This is an optimization exercise on Yosys and OpenROAD, whose aim is small area, not a production implementation. The RTL was checked by simulation tests, not by an equivalence proof against the original design. Power and IR drop assume default switching activity.

### design/flow/config.mk
export PLATFORM = sky130hd
export DESIGN_NAME = xmodem_checksum_receiver
export DESIGN_NICKNAME = xmodem_checksum_receiver
export VERILOG_FILES = /design/flow/design.v
export SDC_FILE = /design/flow/constraint.sdc
export NUM_CORES = 4
export LEC_CHECK = 0
export CAP_MARGIN = 20
export CORE_MARGIN = 2
export CORE_UTILIZATION = 40
export SLEW_MARGIN = 20
### design/flow/constraint.sdc
create_clock -name core_clock -period 7.0 [get_ports {clock}]
set_input_delay 1.4000 -clock core_clock [delete_from_list [all_inputs] [get_ports {clock}]]
set_output_delay 1.4000 -clock core_clock [all_outputs]
set_load 0.01 [all_outputs]
### design/flow/design.v
package xcr_pkg;
   localparam int unsigned ADDR_BITS     = 20;
   localparam int unsigned PAYLOAD_BYTES = 128;
   localparam int unsigned HEADER_BYTES  = 2;
   localparam logic [7:0]  CHECKSUM_POS  = 8'(HEADER_BYTES + PAYLOAD_BYTES);
   localparam logic [1:0] OP_START = 2'd0;
   localparam logic [1:0] OP_BYTE  = 2'd1;
   localparam logic [1:0] OP_TICK  = 2'd2;
   localparam logic [1:0] OP_WRITE = 2'd3;
   localparam logic [7:0] CH_SOH = 8'h01;
   localparam logic [7:0] CH_EOT = 8'h04;
   localparam logic [7:0] CH_ACK = 8'h06;
   localparam logic [7:0] CH_NAK = 8'h15;
   localparam logic [7:0] CH_CAN = 8'h18;
   localparam logic [1:0] ST_OK        = 2'd0;
   localparam logic [1:0] ST_TIMEOUT   = 2'd1;
   localparam logic [1:0] ST_COMMS     = 2'd2;
   localparam logic [1:0] ST_PROG_FAIL = 2'd3;
   localparam logic [1:0] REG_BASE_ADDRESS  = 2'd0;
   localparam logic [1:0] REG_RETRY_LIMIT   = 2'd1;
   localparam logic [1:0] REG_PREAMBLE_WAIT = 2'd2;
   localparam logic [1:0] REG_BYTE_WAIT     = 2'd3;
   localparam int unsigned QUEUE_DEPTH = 4;
   localparam int unsigned QPTR_BITS   = $clog2(QUEUE_DEPTH);
   localparam int unsigned QCNT_BITS   = $clog2(QUEUE_DEPTH + 1);
   typedef enum logic [4:0] {
      MODE_IDLE  = 5'b00001,
      MODE_WAIT  = 5'b00010,
      MODE_BLOCK = 5'b00100,
      MODE_WRITE = 5'b01000,
      MODE_DONE  = 5'b10000
   } mode_type;
   typedef struct packed {
      logic [7:0]  retry_limit;
      logic [15:0] preamble_wait_ticks;
      logic [15:0] byte_wait_ticks;
   } cfg_type;
   typedef struct packed {
      logic                 tx_valid;
      logic [7:0]           tx_byte;
      logic                 data_valid;
      logic [7:0]           data_byte;
      logic [6:0]           data_index;
      logic                 commit;
      logic [ADDR_BITS-1:0] commit_address;
      logic                 done_res;
      logic [1:0]           status;
      logic                 last;
   } rsp_type;
   localparam int unsigned RSP_BITS = 1 + 8 + 1 + 8 + 7 + 1 + ADDR_BITS + 1 + 2 + 1;
   typedef struct packed {
      rsp_type    res0;
      rsp_type    res1;
      logic [1:0] count;
   } step_out_type;
endpackage
import xcr_pkg::*;
module xmodem_checksum_receiver
#(
   parameter int unsigned FLASH_BLOCK_BYTES = 1024
) (
   input  logic        clock,
   input  logic        reset,
   input  logic        req_tvalid,
   output logic        req_tready,
   input  logic [15:0] req_tdata,
   input  logic [1:0]  req_tuser,
   output logic        rsp_tvalid,
   input  logic        rsp_tready,
   output logic [47:0] rsp_tdata,
   output logic [3:0]  rsp_tuser,
   output logic        rsp_tlast,
   input  logic        csr_psel,
   input  logic        csr_penable,
   input  logic        csr_pwrite,
   input  logic [3:0]  csr_paddr,
   input  logic [31:0] csr_pwdata,
   output logic [31:0] csr_prdata,
   output logic        csr_pready
);
   logic [19:0] base_address_ff;
   logic [7:0]  retry_limit_ff;
   logic [15:0] preamble_wait_ff;
   logic [15:0] byte_wait_ff;
   logic        align_busy_ff;
   logic        csr_write;
   logic [1:0]  reg_index;
   assign csr_pready = 1'b1;
   assign csr_write  = csr_psel && csr_penable && csr_pwrite;
   assign reg_index  = csr_paddr[3:2];
   always_ff @(posedge clock) begin
      if (reset) begin
         base_address_ff  <= '0;
         retry_limit_ff   <= 8'd10;
         preamble_wait_ff <= 16'd5000;
         byte_wait_ff     <= 16'd1000;
      end else if (csr_write) begin
         case (reg_index)
            2'd0: base_address_ff  <= csr_pwdata[19:0];
            2'd1: retry_limit_ff   <= csr_pwdata[7:0];
            2'd2: preamble_wait_ff <= csr_pwdata[15:0];
            2'd3: byte_wait_ff     <= csr_pwdata[15:0];
         endcase
      end
   end
   always_ff @(posedge clock) begin
      align_busy_ff <= !reset && csr_write && (reg_index == 2'd0);
   end
   always_comb begin
      case (reg_index)
         2'd0: csr_prdata = {12'd0, base_address_ff};
         2'd1: csr_prdata = {24'd0, retry_limit_ff};
         2'd2: csr_prdata = {16'd0, preamble_wait_ff};
         default: csr_prdata = {16'd0, byte_wait_ff};
      endcase
   end
   localparam logic [1:0] M_IDLE  = 2'd0;    
   localparam logic [1:0] M_WAIT  = 2'd1;
   localparam logic [1:0] M_BLOCK = 2'd2;
   localparam logic [1:0] M_WRITE = 2'd3;
   localparam logic [1:0] E_DATA   = 2'b00;
   localparam logic [1:0] E_COMMIT = 2'b01;
   localparam logic [1:0] E_SINGLE = 2'b10;   
   localparam logic [1:0] E_PAIR   = 2'b11;   
   logic [1:0]  mode_ff;
   logic [7:0]  pos_ff;       
   logic        flag_ff;      
   logic [7:0]  acc_ff;       
   logic [15:0] tick_ff;      
   logic [7:0]  nb_ff;        
   logic [9:0]  wa_ff;        
   logic [4:0]  ca_ff;        
   logic        fire;
   logic [7:0]  rx;
   logic        is_wait, is_block, is_write;
   logic        op_start, op_byte, op_tick, op_write;
   logic        limit_zero, expire, csum_pos, hdr_pos, ok_block;
   logic [15:0] wsel;
   logic [16:0] gec;
   logic [2:0]  wa_lo;
   logic [7:0]  acc_sum;
   logic        acc_zero;     
   logic        push;
   logic [1:0]  ev_kind;
   logic [1:0]  ev_code;
   assign rx         = req_tdata[7:0];
   assign is_wait    = (mode_ff == M_WAIT);
   assign is_block   = (mode_ff == M_BLOCK);
   assign is_write   = (mode_ff == M_WRITE);
   assign op_start   = fire && (req_tuser == OP_START);
   assign op_byte    = fire && (req_tuser == OP_BYTE);
   assign op_tick    = fire && (req_tuser == OP_TICK);
   assign op_write   = fire && (req_tuser == OP_WRITE);
   assign limit_zero = (retry_limit_ff == 8'd0);
   assign hdr_pos    = pos_ff[7] && pos_ff[6] && !pos_ff[4] && !pos_ff[1] && !pos_ff[0];
   assign csum_pos   = !pos_ff[6] && pos_ff[5] && pos_ff[4] && pos_ff[3] && !pos_ff[1] && pos_ff[0];
   assign ok_block   = flag_ff && (rx == acc_ff);
   assign wa_lo      = nb_ff[2:0] - 3'd1;
   logic [7:0] acc_op;
   assign acc_op = rx | {8{is_wait}};
   always_comb begin
      logic c;
      c = 1'b0;
      for (int i = 0; i < 8; i++) begin
         acc_sum[i] = acc_ff[i] ^ acc_op[i] ^ c;
         c = (acc_ff[i] & acc_op[i]) | (c & (acc_ff[i] ^ acc_op[i]));
      end
   end
   logic [15:0] tick_inc;
   logic [7:0]  nb_inc;
   logic [9:0]  wa_inc;
   logic [6:0]  idx_inc;
   always_comb begin
      logic c;
      c = 1'b1;
      for (int i = 0; i < 16; i++) begin tick_inc[i] = tick_ff[i] ^ c; c = c & tick_ff[i]; end
      c = 1'b1;
      for (int i = 0; i < 8; i++) begin nb_inc[i] = nb_ff[i] ^ c; c = c & nb_ff[i]; end
      c = (nb_ff[2:0] == 3'd0);
      for (int i = 0; i < 10; i++) begin wa_inc[i] = wa_ff[i] ^ c; c = c & wa_ff[i]; end
      c = 1'b1;
      for (int i = 0; i < 7; i++) begin idx_inc[i] = idx_ff[i] ^ c; c = c & idx_ff[i]; end
   end
   assign acc_zero = (acc_sum == 8'd0);
   assign wsel = is_wait ? preamble_wait_ff : byte_wait_ff;
   always_comb begin
      gec[0] = 1'b1;
      for (int i = 0; i < 16; i++) begin
         gec[i+1] = (tick_ff[i] & ~wsel[i]) | ((tick_ff[i] | ~wsel[i]) & gec[i]);
      end
   end
   assign expire = gec[16];
   always_comb begin
      push    = 1'b0;
      ev_kind = E_SINGLE;
      ev_code = 2'b00;
      if (op_start) begin
         push    = 1'b1;
         ev_code = limit_zero ? 2'b10 : 2'b00;
      end
      if (op_byte && is_wait && rx != CH_SOH) begin
         push = 1'b1;
         if (rx == CH_EOT) begin
            ev_kind = E_PAIR;
            ev_code = 2'b10;
         end else begin
            ev_code = 2'b11;
         end
      end
      if (op_byte && is_block && !hdr_pos) begin
         push = 1'b1;
         if (!csum_pos) begin
            ev_kind = E_DATA;
         end else if (ok_block) begin
            ev_kind = E_COMMIT;
         end else begin
            ev_kind = limit_zero ? E_PAIR : E_SINGLE;
            ev_code = 2'b00;
         end
      end
      if (op_tick && expire && is_block) begin
         push    = 1'b1;
         ev_kind = limit_zero ? E_PAIR : E_SINGLE;
         ev_code = 2'b00;
      end
      if (op_tick && expire && is_wait) begin
         if (acc_zero) begin
            push    = 1'b1;
            ev_code = 2'b10;
         end else if (flag_ff) begin
            push    = 1'b1;
            ev_code = 2'b00;
         end
      end
      if (op_write && is_write) begin
         push = 1'b1;
         if (req_tdata[8]) begin
            ev_kind = limit_zero ? E_PAIR : E_SINGLE;
            ev_code = limit_zero ? 2'b11 : 2'b01;
         end else begin
            ev_kind = E_PAIR;
            ev_code = 2'b01;
         end
      end
   end
   always_ff @(posedge clock) begin
      if (reset) begin
         mode_ff <= M_IDLE;
      end else if (op_start) begin
         mode_ff <= limit_zero ? M_IDLE : M_WAIT;
      end else if (op_byte && is_wait) begin
         mode_ff <= (rx == CH_SOH) ? M_BLOCK : M_IDLE;
      end else if ((op_byte && is_block && csum_pos && !ok_block) || (op_tick && expire && is_block)
                   || (op_write && is_write && req_tdata[8])) begin
         mode_ff <= limit_zero ? M_IDLE : M_WAIT;
      end else if (op_byte && is_block && csum_pos) begin
         mode_ff <= M_WRITE;
      end else if ((op_tick && expire && is_wait && acc_zero) || (op_write && is_write)) begin
         mode_ff <= M_IDLE;
      end
      if (op_byte) begin
         pos_ff <= is_block ? {pos_ff[6:0], pos_ff[7] ^ pos_ff[2]} : 8'hE4;
      end
      if (op_start) begin
         flag_ff <= 1'b1;
      end else if (op_byte && is_block && hdr_pos) begin
         flag_ff <= !pos_ff[5] ? (flag_ff && acc_zero) : (rx == nb_ff);
      end else if ((op_byte && is_block && csum_pos) || (op_tick && expire && is_block) || (op_write && is_write)) begin
         flag_ff <= 1'b0;
      end
      if (op_start || (op_byte && is_block && csum_pos) || (op_tick && expire && is_block)
          || (op_write && is_write)) begin
         acc_ff <= retry_limit_ff;
      end else if (op_byte && is_wait) begin
         acc_ff <= 8'd1;
      end else if ((op_byte && is_block && !csum_pos) || (op_tick && expire && is_wait)) begin
         acc_ff <= acc_sum;
      end
      if (op_start || op_byte || is_write || (op_tick && expire)) begin
         tick_ff <= 16'd1;
      end else if (op_tick) begin
         tick_ff <= tick_inc;
      end
      if (op_start) begin
         nb_ff <= 8'd1;
         wa_ff <= base_address_ff[19:10];
      end else if (op_write && is_write && req_tdata[8]) begin
         nb_ff <= nb_inc;
         wa_ff <= wa_inc;
      end
      if (op_byte && is_block && csum_pos) begin
         ca_ff <= wa_ff[9:5];
      end
   end
   logic [1:0] kind_ff [3];
   logic [7:0] pay_ff  [3];
   logic [1:0] rd_ff, wr_ff;     
   logic [2:0] cnt_ff;           
   logic       half_ff;
   logic [6:0] idx_ff;
   logic [7:0] pay_in;
   logic       pop, pop_ev, pair;
   logic [1:0] hkind;
   logic [7:0] hp;
   assign rsp_tvalid = (cnt_ff != 3'd0);
   assign req_tready = !cnt_ff[2] && !(cnt_ff[1] && cnt_ff[0]) && !align_busy_ff;
   assign fire       = req_tvalid && req_tready;
   assign pop        = rsp_tvalid && rsp_tready;
   always_comb begin
      pay_in = rx;
      if (ev_kind == E_COMMIT) begin
         pay_in = {wa_ff[4:0], wa_lo};
      end else if (ev_kind[1]) begin
         pay_in[1:0] = ev_code;
      end
   end
   always_ff @(posedge clock) begin
      for (int i = 0; i < 3; i++) begin
         if (push && wr_ff == 2'(i)) begin
            kind_ff[i] <= ev_kind;
            pay_ff[i]  <= pay_in;
         end
      end
   end
   always_comb begin
      hkind = 2'b00;
      hp    = 8'd0;
      for (int i = 0; i < 3; i++) begin
         hkind = hkind | (kind_ff[i] & {2{rd_ff == 2'(i)}});
         hp    = hp    | (pay_ff[i]  & {8{rd_ff == 2'(i)}});
      end
   end
   assign pair   = (hkind == E_PAIR);
   assign pop_ev = pop && !(pair && !half_ff);
   always_ff @(posedge clock) begin
      if (reset) begin
         cnt_ff  <= 3'd0;
         half_ff <= 1'b0;
         rd_ff   <= 2'd0;
         wr_ff   <= 2'd0;
      end else begin
         cnt_ff <= cnt_ff + {1'b0, push && (ev_kind == E_PAIR), push && (ev_kind != E_PAIR)}
                   - {2'd0, pop};
         if (pop) half_ff <= !pop_ev;
         if (pop_ev) rd_ff <= rd_ff[1] ? 2'd0 : rd_ff + 2'd1;
         if (push) wr_ff <= wr_ff[1] ? 2'd0 : wr_ff + 2'd1;
      end
   end
   logic w_data, w_commit, w_nak, w_ack, w_to, w_comms, w_canpf, w_ok, w_more;
   always_comb begin
      w_data   = (hkind == E_DATA);
      w_commit = (hkind == E_COMMIT);
      w_more   = pair && !half_ff;
      w_nak    = (hkind == E_SINGLE && hp[1:0] == 2'b00) || (w_more && !hp[1]);
      w_ack    = (hkind == E_SINGLE && hp[1:0] == 2'b01) || (w_more &&  hp[1]);
      w_comms  = (hkind == E_SINGLE && hp[1:0] == 2'b11);
      w_to     = (hkind == E_SINGLE && hp[1:0] == 2'b10) || (pair && half_ff && (hp[1] == hp[0]));
      w_ok     = pair && half_ff &&  hp[1] && !hp[0];
      w_canpf  = pair && half_ff && !hp[1] &&  hp[0];
   end
   always_ff @(posedge clock) begin
      if (pop) begin
         idx_ff <= w_data ? idx_inc : 7'd0;
      end
   end
   assign rsp_tdata = {3'd0,
                       w_comms | w_canpf, w_to | w_canpf,            
                       w_commit ? {ca_ff, hp} : 13'd0, 7'd0,         
                       w_data ? idx_ff : 7'd0,                       
                       w_data ? hp : 8'd0,                           
                       3'd0, w_nak | w_canpf, w_canpf, w_nak | w_ack, w_ack, w_nak};
   assign rsp_tuser = {w_to | w_ok | w_comms | w_canpf, w_commit, w_data, w_nak | w_ack | w_canpf};
   assign rsp_tlast = !w_more;
endmodule
### design/flow/flow/run.sh
#!/bin/bash
# Own flow: the standard layout (standard.sh) with
#  - an area-oriented ABC mapping in synthesis (flow/synth.tcl, flow/area.abc);
#  - the smallest buffer cell (buf_1) as the port buffer of every input and
#    output port;
#  - one tie cell per constant value instead of one per constant output;
#  - a clock tree built from clkbuf_8 without dummy loads.
# make's output goes to standard.log in the work folder; ORFS keeps each
# step's full log under orfs/logs/.
set -euo pipefail
W=$(pwd)
export MY_ABC_SCRIPT=$W/flow/area.abc
CTS="-sink_clustering_enable -repair_clock_nets -sink_clustering_size 30 -sink_clustering_max_diameter 100 -buf_list sky130_fd_sc_hd__clkbuf_8 -dont_use_dummy_load"
bash standard.sh SYNTH_SCRIPT=$W/flow/synth.tcl "CTS_ARGS=$CTS" \
  "BUFFER_PORTS_ARGS=-buffer_cell sky130_fd_sc_hd__buf_1" SKIP_REPAIR_TIE_FANOUT=1 finish > $W/standard.log 2>&1
### design/flow/flow/area.abc
strash
dch -f
amap
### design/flow/flow/synth.tcl
# The standard synthesis script (synth_recipe.tcl), with one change: the
# ABC call that maps the combinational logic uses the script named by
# MY_ABC_SCRIPT (area-oriented mapping). Everything before ABC, including
# flip-flop mapping and naming, is the standard synthesis.
proc synth {args} { yosys synth -nofsm -noshare {*}$args }
proc abc {args} {
  set i [lsearch -exact $args -script]
  if {$i >= 0 && [info exists ::env(MY_ABC_SCRIPT)]} {
    lset args [expr {$i + 1}] $::env(MY_ABC_SCRIPT)
  }
  yosys abc {*}$args
}
source $::env(SCRIPTS_DIR)/synth.tcl
# left out here: clear keep_hierarchy, flatten, clean up, hide names made inside functions, write 1_2_yosys.v
### design/flow/standard.sh
#!/bin/bash
# synth_recipe.tcl (not shown) runs the flow's synth.tcl, then flattens the netlist and writes it again
# the make line also repeats each setting of config.mk as NAME=value (left out here)
make -C /OpenROAD-flow-scripts/flow DESIGN_CONFIG=/design/flow/config.mk WORK_HOME=/design/flow/orfs CLKGATE_MAP_FILE= SYNTH_SCRIPT=/design/flow/synth_recipe.tcl "${@:-finish}"
==> run summary, run 1 <==
Req. time, crit path 7360 ps; deepest clock path buffer count 2; Post-Place Worst Slack -183 ps; number of buffers created by CTS 17; dominant synthesized flop cell dfxtp_1; Post-Syn Instances 857; number of flops mapped to enable cells by yosys 68; first-pass GRT wire length 32.4 mm; sum of buffers and inverters on the critical path 6; width of the die 146 um; CP Class primary input to flop; biggest area consumer among synthesized cells edfxtp_1; CTS tree done; largest cells by area after synthesis edfxtp_1 (25%), dfxtp_1 (24%), ha_1 (6.8%), nor2_1 (6.6%), o22ai_1 (4.6%); floorplan core area 19700 sq um; most prevalent standard cell on the critical path fa_1; maximum single-stage delay on the critical path 430 ps; proportion of synthesized flip-flops having asynchronous set or reset 0%; Top delay family on crit path adder cells; total of endpoints with negative setup slack in the final report 0; starting utilization of the core area 41.0%; ANT nets after route 0; post-layout minimum cycle time 6400 ps; via total after detailed routing 6646; largest voltage drop on the vdd net 129 uV; Fmax achieved 0.156 GHz; result of the run timing/DRC/antenna clean; average cell area after synthesis 9.41 sq um; clock slew at the register clock pins of the worst setup and hold paths 80 ps; endpoint arrival time on the critical path 6760 ps; capture point of the worst path cnt_ff[2]; CTS sink cnt 164; Wirelength per Cell 16.4 um; number of global-route vias before repair 6200; postcts setup bufs 0; area share of the largest cell type after synthesis 25.3%; height of the die 146 um; maximum fanout along the worst path 3; root buf cell clkbuf_8; clock latency of the later-clocked register in the worst-skew pair 460 ps; final standard cell utilization of the core 45.8%; unique cell type count in the Yosys netlist 40; total routing resource utilization after global routing 19.0%; GRT Residual Overflow 0; Die Outline Area 21300 sq um; share of layout cells above drive strength 1 4.85%; transition time at the pin with the least slew margin 1010 ps; final WL 20.3 mm; flip-flop and latch count after synthesis 164; setup repair after global routing missed its margin no; count of endpoints failing hold in the final timing report 0; detailed placement HPWL 14.8 mm; area of the mapped netlist 8060 sq um; signed area change from the synthesized netlist to the final layout 11.7%; r2r worst-path depth 29; Rows 51; pin count of the biggest net entering global routing 49; critical path depth 27; launch instance of the worst register-to-register path mode_ff[0]; H-Tree Depth 4; path class of the lowest-slack min-delay path flop to flop; power density relative to cell area 258 nW/um^2; Worst Setup End Kind flop; net count of the mapped netlist 969; number of nets in the layout 1084; input/output buffers 101; part of the Yosys area used for sequential elements 49.2%; Worst Hold Margin 465 ps; Maximum Capacitance Violations 0; critical path startpoint req_tdata[0]; worst slew margin relative to its limit 30.7%; R2R Setup Slk 880 ps; final worst slack 601 ps; element type at the critical path start primary input; residual DRC count 0; Detailed Route Iter0 Violations 373; placer congestion estimate 0.864; via count normalized by instance count 5.38; clk_skew 28.1 ps; router iterations before antenna repair 5; initial antenna violation count 1; count of final max-slew check failures 0; Critical R2R Capture cnt_ff[2]; part of the cycle the worst path needs 91.4%; slowest cell on the critical path fa_1; static power due to leakage 3.23 nW; ports placed on the boundary 149; warning count from the yosys run 3
synth_stat cells (all sizes together) (25+ instances only):
master,n
nor2,142
dfxtp,96
a22oi,36
a21oi,52
ha,44
buf,31
edfxtp,68
o22ai,59
clkinv,93
nor2b,25
nand2,50
o21ai,41
worst reg2reg max path, delay by kind of cell (launching register included):
family / cells / cell delay, ps
flops: 1 / 320
buf+inv: 7 / 770
fa+ha+maj: 10 / 3310
compound gates: 5 / 840
simple gates: 7 / 820
stage by stage:
| stage | cells | setup TNS [ps] | area, sq um | total power, mW |
|---|---|---|---|---|
| after floorplan | 857 | 0 | 8060 | 1.64 |
| after CTS | 1235 | 0 | 8980 | 2.34 |
| final | 1236 | 0 | 9000 | 2.33 |
| after detailed placement | 1218 | -217 | 8740 | 1.83 |
| after global routing | 1235 | 0 | 9000 | 2.47 |
| after global placement | 1218 | -105 | 8740 | 1.81 |
cells by family (layout without fill, tap and decap cells):
kind of cell / after synthesis / count (layout) / synth area share [%]
xor gates and xnor gates: 1 / 1 / 0.109
other: 2 / 3 / 0.0931
adders and majority gates: 51 / 51 / 8.56
and+or+nand+nor: 269 / 269 / 14.5
DFF: 164 / 164 / 49.2
buffers and inverters: 124 / 237 / 7.21
AOI/OAI and AO/OA: 246 / 246 / 20.4
placed cells by master (no fill, tap or decap), types with 3 or more instances in the layout:
cell and count:
or2_0 5, buf_4 25, ha_1 44, a21oi_1 52, buf_1 100, dfxtp_1 96, o21ai_0 41, nor3_1 13
o221a_1 3, o22ai_1 59, clkinv_1 93, fa_1 7, o22a_1 7, a2111oi_0 4, a221o_1 5, a22oi_1 36
nor2b_1 25, a222oi_1 18, a221oi_1 4, edfxtp_1 68, nor2_1 141, clkbuf_8 17, nand3_1 15, nand2_1 50
a211oi_1 5, nand4_1 4, or3_1 5, nor4_1 4
metal layers:
metal	global-route usage [%]	wire [um]	up-vias
li1	-	-	3340
met1	24.0	9250	3102
met2	33.0	9740	187
met3	4.14	1090	17
met4	4.66	218	0
met5	0	0	-
registers in the layout (all words and copies together) (netlist names):
signal and flops:
align_busy_ff 1, flag_ff 1, base_address_ff 20, cnt_ff 3
kind_ff 6, nb_ff 8, byte_wait_ff 16, rd_ff 2
preamble_wait_ff 16, half_ff 1, tick_ff 16, pay_ff 24
wr_ff 2, acc_ff 8, wa_ff 10, idx_ff 7
pos_ff 8, ca_ff 5, mode_ff 2, retry_limit_ff 8
worst min path at each step:
stage | start | depth (start not counted) | endpoint | slack, ps
floorplan | byte_wait_ff[2] | 2 | byte_wait_ff[2] | 430
global placement | wa_ff[8] | 0 | ca_ff[3] | 450
detailed placement | wa_ff[8] | 0 | ca_ff[3] | 450
CTS | base_address_ff[17] | 2 | base_address_ff[17] | 460
global route | base_address_ff[17] | 2 | base_address_ff[17] | 480
finish | base_address_ff[16] | 2 | base_address_ff[16] | 460
what timing repair did:
action,4_1_cts,5_1_grt
resized for setup,0,6
endpoints found under the setup margin,0,3
hold buffers,0,0
report_power, final:
group | internal (mW) | switching [mW] | leakage [nW]
Combinational | 0.245 | 0.391 | 1.71
Clock | 0.215 | 0.303 | 0.122
Sequential | 1.10 | 0.0755 | 1.40
Total | 1.56 | 0.769 | 3.23
area by class of cell:
type / count / area, sq um
Multi-Input combinational cell: 569 / 3540
Sequential cell: 164 / 3960
Antenna cell: 1 / 2.50
Timing Repair Buffer: 127 / 579
Inverter: 93 / 349
Tap cell: 265 / 332
Fill cell: 1983 / 10600
Clock buffer: 17 / 234
==> run 2, diff against run 1 <==
--- a/design/flow/design.v
+++ b/design/flow/design.v
@@ -295,15 +295,29 @@
    logic [1:0] kind_ff [3];
    logic [7:0] pay_ff  [3];
    logic [1:0] rd_ff, wr_ff;     
-   logic [2:0] cnt_ff;           
+   logic       full_ff;          
+   logic [1:0] ne;
+   logic       pair_next;
    logic       half_ff;
    logic [6:0] idx_ff;
    logic [7:0] pay_in;
    logic       pop, pop_ev, pair;
    logic [1:0] hkind;
    logic [7:0] hp;
-   assign rsp_tvalid = (cnt_ff != 3'd0);
-   assign req_tready = !cnt_ff[2] && !(cnt_ff[1] && cnt_ff[0]) && !align_busy_ff;
+   always_comb begin
+      case ({wr_ff, rd_ff})
+         4'b01_00, 4'b10_01, 4'b00_10: ne = 2'd1;
+         4'b10_00, 4'b00_01, 4'b01_10: ne = 2'd2;
+         default:                      ne = full_ff ? 2'd3 : 2'd0;
+      endcase
+      case (rd_ff)
+         2'd0:    pair_next = (kind_ff[1] == E_PAIR);
+         2'd1:    pair_next = (kind_ff[2] == E_PAIR);
+         default: pair_next = (kind_ff[0] == E_PAIR);
+      endcase
+   end
+   assign rsp_tvalid = (ne != 2'd0);
+   assign req_tready = !full_ff && !(ne == 2'd2 && (pair_next || (pair && !half_ff))) && !align_busy_ff;
    assign fire       = req_tvalid && req_tready;
    assign pop        = rsp_tvalid && rsp_tready;
    always_comb begin
@@ -334,13 +348,12 @@
    assign pop_ev = pop && !(pair && !half_ff);
    always_ff @(posedge clock) begin
       if (reset) begin
-         cnt_ff  <= 3'd0;
+         full_ff <= 1'b0;
          half_ff <= 1'b0;
          rd_ff   <= 2'd0;
          wr_ff   <= 2'd0;
       end else begin
-         cnt_ff <= cnt_ff + {1'b0, push && (ev_kind == E_PAIR), push && (ev_kind != E_PAIR)}
-                   - {2'd0, pop};
+         full_ff <= (ne == 2'd2 && push && !pop_ev) || (full_ff && !pop_ev);
          if (pop) half_ff <= !pop_ev;
          if (pop_ev) rd_ff <= rd_ff[1] ? 2'd0 : rd_ff + 2'd1;
          if (push) wr_ff <= wr_ff[1] ? 2'd0 : wr_ff + 2'd1;
==> run 2 against run 1 <==
Against the previous run:
- still clean on timing, DRC and antenna
- global-route usage is 0.58 points higher
- largest power group unchanged
- die area fell by 0.47%
- critical path depth is 8 lower
==> run summary, run 2 <==
commonest cells in the netlist nor2_1 (151), clkinv_1 (98), dfxtp_1 (94); CTS tree done; ANT nets after route 0 (unchanged); worst slew margin relative to its limit 35.4% (+4.7 points); area share of the largest cell type after synthesis 25.4% (+0.12 points); placed standard-cell area 8630 sq um (-1.2%); Worst Setup End Kind flop; via total after detailed routing 6645 (-0.015%); hold path start wa_ff[5]; final WL 20.5 mm (+0.78%); Antenna Cells 0 (-1); static power due to leakage 3.14 nW (-3.0%); number of buffers inserted by hold repair at cts 0 (unchanged); endpoint arrival time on the critical path 6150 ps (-610 ps); CP Class flop to flop; total of endpoints with negative setup slack in the final report 0 (unchanged); total routing resource utilization after global routing 19.5% (+0.58 points); clk_skew 34.1 ps (+5.98 ps); number of buffers created by CTS 17 (unchanged); area of the mapped netlist 8030 sq um (-0.48%); setup repair after global routing missed its margin no; post-layout minimum cycle time 5950 ps (-454 ps); height of the die 146 um (-0.23%); pin count of the biggest net entering global routing 45 (-8.2%); post-route cell area 8870 sq um (-1.5%); number of gates resized after CTS 0 (unchanged); Critical R2R Capture pay_ff[1][0]; share of layout cells above drive strength 1 3.72% (-1.1 points); transition time at the pin with the least slew margin 970 ps (-43.9 ps); router iterations before antenna repair 6 (+1); power density relative to cell area 226 nW/um^2 (-12%); count of endpoints failing hold in the final timing report 0 (unchanged); Die Outline Area 21200 sq um (-0.47%); Top reg by flops pay_ff; ports placed on the boundary 149 (unchanged); number of flops mapped to enable cells by yosys 68 (unchanged); root buf cell clkbuf_8; via count normalized by instance count 5.39 (+0.23%); r2r worst-path depth 19 (-34%); launch instance of the worst register-to-register path rd_ff[1]; flip-flop count of the largest register, all copies and words added 24 (unchanged); most instantiated library cell after synthesis nor2_1; average cell area after synthesis 9.28 sq um (-1.4%); clock latency of the later-clocked register in the worst-skew pair 460 ps (about the same); largest cells by area after synthesis edfxtp_1 (25%), dfxtp_1 (23%), nor2_1 (7.1%), ha_1 (6.4%), o22ai_1 (4.8%); maximum fanout along the worst path 17 (+14); postcts setup bufs 0 (unchanged); most prevalent standard cell on the critical path nor2_1; dominant synthesized flop cell dfxtp_1; starting utilization of the core area 41.0% (-0.064 points); input/output buffers 101 (unchanged); count of final max-slew check failures 0 (unchanged); first-pass GRT wire length 33.4 mm (+3.1%); R2R Setup Slk 1050 ps (+170 ps); Final TNS setup 0 ps (unchanged); warning count from the yosys run 3 (unchanged); registers with the highest flip-flop counts pay_ff: 24 flops, base_address_ff: 20 flops; signed area change from the synthesized netlist to the final layout 10.5%; Post-Syn Instances 865 (+0.93%); biggest area consumer among synthesized cells edfxtp_1; initial antenna violation count 0 (-1); residual DRC count 0 (unchanged); Endpoint, Worst Hold ca_ff[0]; path class of the lowest-slack min-delay path flop to flop; part of the cycle the worst path needs 84.9% (-6.5 points); part of the Yosys area used for sequential elements 48.9% (-0.26 points); placer congestion estimate 0.799 (-7.5%); maximum single-stage delay on the critical path 930 ps (+500 ps); commonest non-fill, non-tap cell in the layout nor2_1; Fmax achieved 0.168 GHz (+7.6%); result of the run timing/DRC/antenna clean; slowest cell on the critical path a222oi_1; Wirelength per Cell 16.6 um (+1.0%); net count of the mapped netlist 973 (+0.41%); GRT Residual Overflow 0 (unchanged); Req. time, crit path 7210 ps (-150 ps); floorplan core area 19600 sq um (-0.32%); CTS sink cnt 162 (-1.2%); Detailed Route Iter0 Violations 519 (+39%); largest voltage drop on the vdd net 118 uV (-8.3%); deepest clock path buffer count 2 (unchanged); top library cells by usage in the layout, fill and taps aside nor2_1 (151), buf_1 (100), clkinv_1 (98); Maximum Capacitance Violations 0 (unchanged); proportion of synthesized flip-flops having asynchronous set or reset 0% (unchanged); H-Tree Depth 4 (unchanged); width of the die 146 um (-0.23%); unique cell type count in the Yosys netlist 41 (+2.5%); flip-flop and latch count after synthesis 162 (-1.2%); element type at the critical path start flop; Rows 51 (unchanged); worst path cell trace clkinv_1, nand2_1, clkinv_1, a222oi_1, nor3_1, nor2_1, nor2_1, nor3_1, nand2_1, nor3_2, buf_4, clkinv_1, nor2_1, nand2_1, nor2_1, o32ai_1, nor2_1, clkinv_1, o21ai_0; clock slew at the register clock pins of the worst setup and hold paths 90 ps (about the same); worst hold stages 0 (-2); detailed placement HPWL 14.6 mm (-1.4%); number of nets in the layout 1078 (-0.55%); number of global-route vias before repair 6263 (+1.0%)
==> run 2: changes by cell type after synthesis, sizes merged, moves of 3 or more <==
cell,previous run,this run
ha,44,41
nand2,50,56
a21oi,52,49
a211oi,5,2
clkinv,93,98
nor2b,25,19
nor2,142,151
==> run 2: final cells by class <==
type	count	area [sq um]
well taps	265	332
repair buffers	117	500
fillers	1957	10700
inverters	98	368
multi-input cells	574	3510
clock buffers	17	234
flip-flops and latches	162	3920
==> run 2: logic make-up (layout without fill, tap and decap cells) <==
logic type	after synthesis	in the layout	share of synthesized area, %
AND/OR/NAND/NOR	273	273	14.4
AO/OA/AOI/OAI	251	251	21.1
flip-flops	162	162	48.9
buffers and inverters	129	232	7.48
adder cells (fa/ha/maj)	47	47	7.89
other	2	2	0.0936
XOR/XNOR	1	1	0.109
==> run 2: worst max-delay path by stage <==
stage	slack [ps]	startpoint	to
2_1_floorplan	1210	req_tdata[0]	kind_ff[0][0]
3_3_place_gp	590	req_tdata[0]	pay_ff[2][2]
3_5_place_dp	560	req_tdata[0]	pay_ff[2][2]
4_1_cts	1010	rd_ff[1]	pay_ff[1][0]
5_1_grt	350	rd_ff[1]	pay_ff[1][0]
6_report	1050	rd_ff[1]	pay_ff[1][0]
==> run 2: routing by layer <==
metal | GRT usage (%) | part of all wire [%]
met1 | 26.1 | 47
met2 | 33.1 | 48
met3 | 3.23 | 4.1
met4 | 5.00 | 1.1
met5 | 0 | 0
==> run 2: critical path: cells and delay by family, from the launching register on <==
family / cells / cell delay (ps)
buf+inv: 5 / 1460
simple gates: 11 / 2270
flops: 1 / 420
compound gates: 3 / 1530
==> run 2: through the flow <==
step | std cells | setup slack [ps] | hold WS [ps] | utilization [%] | power [mW]
final | 1233 | 1050 | 446 | 45.3 | 2.01
after global routing | 1233 | 354 | 462 | 45.3 | 2.12
after CTS | 1233 | 1010 | 453 | 45.3 | 2.03
after detailed placement | 1216 | 560 | 446 | 44.1 | 1.52
after global placement | 1216 | 589 | 442 | 44.1 | 1.51
after floorplan | 865 | 1210 | 431 | - | 1.39
==> run 2: power by group <==
part	leakage (nW)	internal [mW]	switching, mW
sequential	1.37	1.03	0.0351
combinational	1.64	0.150	0.274
clock	0.122	0.215	0.301
total	3.14	1.40	0.610

[separate check: timing with driven ports]
The flow's constraints put no driver on any port. The routed layouts listed below were extracted and timed again, unchanged, in two steps. Step 1 sets driving cells, clkbuf_16 on the clock port and buf_2 on the other inputs (assumed; they add their load-dependent delay and slew). Step 2 times the ports against the registers' clock, not the clock port: input delays grow and output delays shrink by t, the midpoint of the rising clock arrivals with the driver on. Three values: ideal ports, drivers, drivers and shift; two values: the first two.
| run | t, ns | setup WS [ns] | worst register clock-pin slew, ns | pins driven straight from the clock port |
|---|---|---|---|---|
| run 1 | 0.486 | 0.601 / 0.622 / 0.136 | 0.09 / 0.09 | 1 |
| run 2 | 0.475 | 1.055 / 1.054 / 0.579 | 0.09 / 0.09 | 1 |
After both steps every run listed still meets setup and hold. For run 2, which loses most, drivers alone change the setup slack by -0.001 ns; drivers and shift together by -0.476 ns.
